From an optimization exercise on the open Yosys and OpenROAD flow, aimed at small area, a short achievable clock period and few clock cycles per item; shortcuts taken in it are not production practice. Where RTL was checked, it was by simulation tests only, not by an equivalence proof against the original.

## xenon
// circular_alpha_mask_premultiply_unit
module circular_alpha_mask_premultiply_unit (
  input  logic        clk,
  input  logic        rst_n,
  input  logic        cfg_we,
  input  logic [11:0] cfg_wdata,
  input  logic        in_valid,
  output logic        in_stall,
  input  logic [11:0] in_pos_x,
  input  logic [11:0] in_pos_y,
  input  logic [7:0]  in_blue_in,
  input  logic [7:0]  in_green_in,
  input  logic [7:0]  in_red_in,
  input  logic [7:0]  in_alpha_in,
  output logic        out_valid,
  input  logic        out_stall,
  output logic [7:0]  out_blue_out,
  output logic [7:0]  out_green_out,
  output logic [7:0]  out_red_out,
  output logic [7:0]  out_alpha_out,
  output logic [1:0]  out_region
);
  localparam int NV = 13;
  logic          busy;
  logic          en;
  logic [NV:1]   v;
  logic          inj1, inj2;
  assign en        = !(v[NV] && out_stall);
  assign in_stall  = !en || busy;
  assign out_valid = v[NV];
  logic [11:0] size_r;
  logic [25:0] p2_r;        
  logic [25:0] p2n;
  logic [25:0] g_c;
  always_ff @(posedge clk) begin
    if (!rst_n)      size_r <= 12'd256;
    else if (cfg_we) size_r <= cfg_wdata;
  end
  always_ff @(posedge clk) begin
    if (!rst_n)             p2_r <= 26'd62500;
    else if (cfg_we)        p2_r <= 26'd0;
    else if (inj2 && en)    p2_r <= g_c;
  end
  assign p2n = ~p2_r;
  logic [25:0] t6_r;
  logic [16:0] c4_r, c2_r;
  logic [8:0]  shi_m1;
  logic [11:0] sm2, sm4, sm6;
  always_ff @(posedge clk) begin
    t6_r <= 26'({size_r, 3'b0} + {size_r, 2'b0}) - 26'd36;
    c4_r <= 17'({size_r, 3'b0}) - 17'd32;
    c2_r <= 17'({size_r, 2'b0}) - 17'd20;
  end
  assign shi_m1 = size_r[11:3] - 9'd1;
  function automatic logic [11:0] sminus(input logic [11:0] sz, input logic [8:0] hm1,
                                         input logic [2:0] c);
    logic [3:0] lo;
  ...
Size: about 870 flip-flops.
make LEC_CHECK=0 CAP_MARGIN=20 CORE_MARGIN=2 CORE_UTILIZATION=60 CTS_CLUSTER_DIAMETER=100 CTS_CLUSTER_SIZE=24 SETUP_SLACK_MARGIN=3.7 SLEW_MARGIN=20 finish   # period 7.5 ns
run.sh (not shown) runs the stock make flow with config.mk's settings and CLKGATE_MAP_FILE= SYNTH_SCRIPT=/design/flow/synth_recipe.tcl, a recipe that flattens the netlist after the stock synthesis.
Testbench counts of xenon, summed over its fixed seeds: cycles 12,400, items 12,288.
--- input diff xenon..maple ---
diff --git a/flow/design.v b/flow/design.v
--- a/flow/design.v
+++ b/flow/design.v
@@ -62,26 +62,26 @@
   assign sm6 = sminus(size_r, shi_m1, 3'd6);
   always_ff @(posedge clk) begin
     if (!rst_n)  v <= '0;
     else if (en) v <= {v[NV-1:1], in_valid && !busy};
   end
   always_ff @(posedge clk) begin
     if (!rst_n) begin
       cw0  <= 1'b0;
       inj1 <= 1'b0;
       inj2 <= 1'b0;
     end else if (en) begin
       cw0  <= cfg_we;
-      inj1 <= cw0;
-      inj2 <= inj1;
+      inj1 <= cw0 && !cfg_we;
+      inj2 <= inj1 && !cfg_we;
     end
   end
   logic [11:0] x0, y0;
   logic        cw0;
   logic [31:0] pix0;
   always_ff @(posedge clk) begin
     if (en) begin
       x0   <= in_pos_x;
       y0   <= in_pos_y;
       pix0 <= {in_blue_in, in_green_in, in_red_in, in_alpha_in};
     end
   end
--- outcome ---
Of the two values seen for end of the critical path, al10[0] was produced by xenon and r3[12] by maple. Delta(routed length per placed instance, maple - xenon) > 0. Summary — met2 capacity usage during global routing, maple relative to xenon: lower, by 0.39 points. Summary of maple over xenon: core outline area increased by about 0.44% relative to the old numbers; final area increased by 890 um2 relative to the old numbers. As of maple, via count had risen by a few percent compared to xenon. Share of final layout cell area taken by clock buffers and inverters essentially unchanged between maple and xenon. Met1 routed wirelength after detailed routing: maple vs xenon up 7.3%. Start point of the critical path = rb2[10]: maple; start point of the critical path = an_ra8[0]: xenon.
Testbench counts of maple, summed over its fixed seeds: cycles 12,400, items 12,288.

========
== job 101 ==
circular_alpha_mask_premultiply_unit, a different RTL version from the one above (not shown whole).
Size in the first run: about 5300 cells after synthesis, roughly 860 flip-flops, about 110 I/O pins, about 59000 um2 of cells after synthesis.
Settings: LEC_CHECK=0, CAP_MARGIN=20, CORE_MARGIN=2, CORE_UTILIZATION=60, SETUP_SLACK_MARGIN=3.8, SLEW_MARGIN=20; clock period 7.5 ns.
Both conditions hold for job 101: the flow ran to the end and the final layout passed the timing, DRC and antenna checks.
diff inputs: job 101 => job 102
--- a/flow/design.v
+++ b/flow/design.v
@@ -40,32 +40,29 @@
     else if (cfg_we)        p2_r <= 26'd0;
     else if (inj2 && en)    p2_r <= g_c;
   end
   assign p2n = ~p2_r;
   logic [25:0] t6_r;
   logic [16:0] c4_r, c2_r;
   logic [8:0]  shi_m1;
-  logic [11:0] sm1, sm2, sm3, sm4, sm5, sm6;
+  logic [11:0] sm2, sm4, sm6;
   always_ff @(posedge clk) begin
     t6_r <= 26'({size_r, 3'b0} + {size_r, 2'b0}) - 26'd36;
     c4_r <= 17'({size_r, 3'b0}) - 17'd32;
     c2_r <= 17'({size_r, 2'b0}) - 17'd20;
   end
   assign shi_m1 = size_r[11:3] - 9'd1;
   function automatic logic [11:0] sminus(input logic [11:0] sz, input logic [8:0] hm1,
                                          input logic [2:0] c);
     logic [3:0] lo;
     lo = {1'b0, sz[2:0]} - {1'b0, c};
     sminus = {lo[3] ? hm1 : sz[11:3], lo[2:0]};
   endfunction
-  assign sm1 = sminus(size_r, shi_m1, 3'd1);
   assign sm2 = sminus(size_r, shi_m1, 3'd2);
-  assign sm3 = sminus(size_r, shi_m1, 3'd3);
   assign sm4 = sminus(size_r, shi_m1, 3'd4);
-  assign sm5 = sminus(size_r, shi_m1, 3'd5);
   assign sm6 = sminus(size_r, shi_m1, 3'd6);
   always_ff @(posedge clk) begin
     if (!rst_n)  v <= '0;
     else if (en) v <= {v[NV-1:1], in_valid && !busy};
   end
   always_ff @(posedge clk) begin
     if (!rst_n) begin
@@ -717,63 +714,60 @@
     end
   end
   logic [25:0] o_s, o_c, om_c;
   logic [16:0] a4_s, a4_c, a4_d, a2_s, a2_c, a2_d;
   logic [1:0]  reg_c;
   logic [1:0]  ta_c;
   logic [15:0] r1_c;
+  logic [11:0] ua_c;
   always_comb begin
     o_s  = ra2 ^ rb2 ^ ~t6_r;
     o_c  = {((ra2[24:0] & rb2[24:0]) | (~t6_r[24:0] & (ra2[24:0] ^ rb2[24:0]))), 1'b1};
     om_c = o_s + o_c;
     a4_s = ra2[16:0] ^ rb2[16:0] ^ ~c4_r;
     a4_c = {((ra2[15:0] & rb2[15:0]) | (~c4_r[15:0] & (ra2[15:0] ^ rb2[15:0]))), 1'b1};
     a4_d = a4_s + a4_c;
     a2_s = ra2[16:0] ^ rb2[16:0] ^ ~c2_r;
     a2_c = {((ra2[15:0] & rb2[15:0]) | (~c2_r[15:0] & (ra2[15:0] ^ rb2[15:0]))), 1'b1};
     a2_d = a2_s + a2_c;
     if (far2 || !om_c[25])  reg_c = 2'd0;
     else if (!g_c[25])      reg_c = 2'd1;
     else                    reg_c = 2'd2;
-    if (!a4_d[16])      begin ta_c = 2'd2; r1_c = a4_d[15:0]; end
-    else if (!a2_d[16]) begin ta_c = 2'd1; r1_c = a2_d[15:0]; end
-    else                begin ta_c = 2'd0; r1_c = g_c[15:0]; end
+    if (!a4_d[16])      begin ta_c = 2'd2; r1_c = a4_d[15:0]; ua_c = sm2; end
+    else if (!a2_d[16]) begin ta_c = 2'd1; r1_c = a2_d[15:0]; ua_c = sm4; end
+    else                begin ta_c = 2'd0; r1_c = g_c[15:0];  ua_c = sm6; end
   end
   assign g_c = ra2 + rb2;
   logic [1:0]  reg3, ta3;
   logic [15:0] r3;
+  logic [11:0] ua3;
   logic [31:0] pix3;
   always_ff @(posedge clk) begin
     if (en) begin
       reg3 <= reg_c;
       ta3  <= ta_c;
       r3   <= r1_c;
+      ua3  <= ua_c;
       pix3 <= pix2;
     end
   end
-  logic [11:0] ua_c, ub_c;
   logic [16:0] b_d;
   logic [1:0]  reg4b;
   logic [2:0]  km_c;
   logic [12:0] r2_c;
   logic [11:0] u_c;
   always_comb begin
-    case (ta3)
-      2'd2:    begin ua_c = sm2; ub_c = sm1; end
-      2'd1:    begin ua_c = sm4; ub_c = sm3; end
-      default: begin ua_c = sm6; ub_c = sm5; end
-    endcase
-    b_d = {1'b0, r3} - {4'b0, ua_c, 1'b1};
+    b_d = {1'b0, r3} - {4'b0, ua3, 1'b1};
     if (!b_d[16]) begin
       r2_c = b_d[12:0];
-      u_c  = ub_c;
+      u_c  = ua3 + 12'd1;
       km_c = 3'd4 - {ta3, 1'b0};
     end else begin
       r2_c = r3[12:0];
-      u_c  = ua_c;
+      u_c  = ua3;
       km_c = 3'd5 - {ta3, 1'b0};
     end
   end
   logic [1:0]  regb;
   logic [2:0]  kmb;
   logic [12:0] rb;
   logic [11:0] ub;
Notes after the runs:
Compared with job 101, job 102 shows a higher post-placement worst setup slack. Vertical die dimension, job 101 and job 102, higher one = job 101. Between job 101 and job 102, the summed area of non-filler cells in the final layout is higher for job 101. Between job 101 and job 102, the core utilization is lower for job 102. Going from job 101 to job 102, fraction of met2 tracks used by global routing up 0.72 points, final cell count without fillers lower, die width fell about 0.5%, count of hold-fix buffers inserted at cts shows no meaningful change, sequential share of layout area now larger. Higher met2 wire length among job 101 and job 102: job 101.
Testbench counts of job 102, summed over its fixed seeds: cycles 12,400, items 12,288.
Function not checked in job 101: the RTL went through the layout flow alone.

========
Setup of cedar:
RTL: one of the versions met above, not the one the previous note started from.
Size in the first run: roughly 870 flip-flops, roughly 0.058 sq mm of cells after synthesis.
==> flow/design.v (excerpt) <==
module circular_alpha_mask_premultiply_unit (
  input  logic        clk,
  input  logic        rst_n,
  input  logic        cfg_we,
  input  logic [11:0] cfg_wdata,
  input  logic        in_valid,
  output logic        in_stall,
  input  logic [11:0] in_pos_x,
  input  logic [11:0] in_pos_y,
  input  logic [7:0]  in_blue_in,
  input  logic [7:0]  in_green_in,
  input  logic [7:0]  in_red_in,
  input  logic [7:0]  in_alpha_in,
  output logic        out_valid,
  input  logic        out_stall,
  output logic [7:0]  out_blue_out,
  output logic [7:0]  out_green_out,
  output logic [7:0]  out_red_out,
  output logic [7:0]  out_alpha_out,
  output logic [1:0]  out_region
);
export LEC_CHECK = 0
export CAP_MARGIN = 20
export CORE_MARGIN = 2
export CORE_UTILIZATION = 60
export CTS_CLUSTER_DIAMETER = 100
export CTS_CLUSTER_SIZE = 24
export SETUP_SLACK_MARGIN = 3.6
export SLEW_MARGIN = 20
create_clock -name core_clock -period 7.5 [get_ports {clk}]
Testbench counts of cedar, summed over its fixed seeds: cycles 12,400, items 12,288.
Modified inputs, birch compared to cedar
--- a/flow/design.v
+++ b/flow/design.v
@@ -64,22 +64,22 @@
     if (!rst_n)  v <= '0;
     else if (en) v <= {v[NV-1:1], in_valid && !busy};
   end
   always_ff @(posedge clk) begin
     if (!rst_n) begin
       cw0  <= 1'b0;
       inj1 <= 1'b0;
       inj2 <= 1'b0;
     end else if (en) begin
       cw0  <= cfg_we;
-      inj1 <= cw0;
-      inj2 <= inj1;
+      inj1 <= cw0 && !cfg_we;
+      inj2 <= inj1 && !cfg_we;
     end
   end
   logic [11:0] x0, y0;
   logic        cw0;
   logic [31:0] pix0;
   always_ff @(posedge clk) begin
     if (en) begin
       x0   <= in_pos_x;
       y0   <= in_pos_y;
       pix0 <= {in_blue_in, in_green_in, in_red_in, in_alpha_in};
[summary]
- [birch] synthesized-area fraction occupied by ao, oa, aoi and oai cells rose 0.55 points relative to cedar
- From cedar to birch the numbers moved as follows: clock period minus final worst setup slack has decreased; worst slack at placement has decreased; register-to-register slack has increased.
- birch vs cedar, highest routed metal layer: met5 vs met4
- Taking cedar as the reference point, the number of standard cells in the final layout excluding fillers of birch rises by 95.
- cedar was smaller in final cell area than birch.
- Taking birch as 1.0, cedar lands at 1.20 on number of buffers added for setup after CTS.
- birch falls short of cedar in hold slack.
- From cedar to birch the numbers moved as follows: global routing usage on met3 +1.1 points; wire length +3600 um.
- Going from cedar to birch, the arrival time at the worst endpoint was found to have gone down by 0.04 ns.
Testbench counts of birch, summed over its fixed seeds: cycles 12,400, items 12,288.

port drivers added, routing unchanged:
How much do the figures lean on ideal ports? The routed layouts below were timed once more, with nothing changed but the port constraints.
Step 1 (the two cells are an assumption about what drives the block):
set clk [get_ports {clk}]
set_driving_cell -lib_cell sky130_fd_sc_hd__clkbuf_16 $clk
set_driving_cell -lib_cell sky130_fd_sc_hd__buf_2 [delete_from_list [all_inputs] $clk]
Step 2 moves the port delays by t, midway between the first and last clock arrival at a register: inputs arrive t later, outputs are due t later. That takes back most of the time a late clock gives input paths.
Slacks: ideal / step 1 / step 2; pairs: ideal / step 1.
run | shift t [ns] | slack for setup (ns) | clock arrival spread, ns | worst register clock-pin slew, ns
xenon | 0.729 | 3.746 / 3.746 / 3.207 | 0.036 / 0.036 | 0.11 / 0.11
maple | 0.718 | 3.660 / 3.660 / 3.381 | 0.031 / 0.031 | 0.10 / 0.10
job 101 | 0.740 | 3.774 / 3.774 / 3.387 | 0.045 / 0.045 | 0.07 / 0.07
job 102 | 0.739 | 3.748 / 3.748 / 3.395 | 0.036 / 0.036 | 0.07 / 0.07
cedar | 0.728 | 3.647 / 3.647 / 3.371 | 0.028 / 0.027 | 0.10 / 0.10
birch | 0.721 | 3.679 / 3.679 / 3.395 | 0.028 / 0.028 | 0.10 / 0.10
After both steps every run listed still meets setup and hold. The setup slack of xenon, which loses most, moves by 0.000 ns with the drivers and by -0.539 ns with both steps.
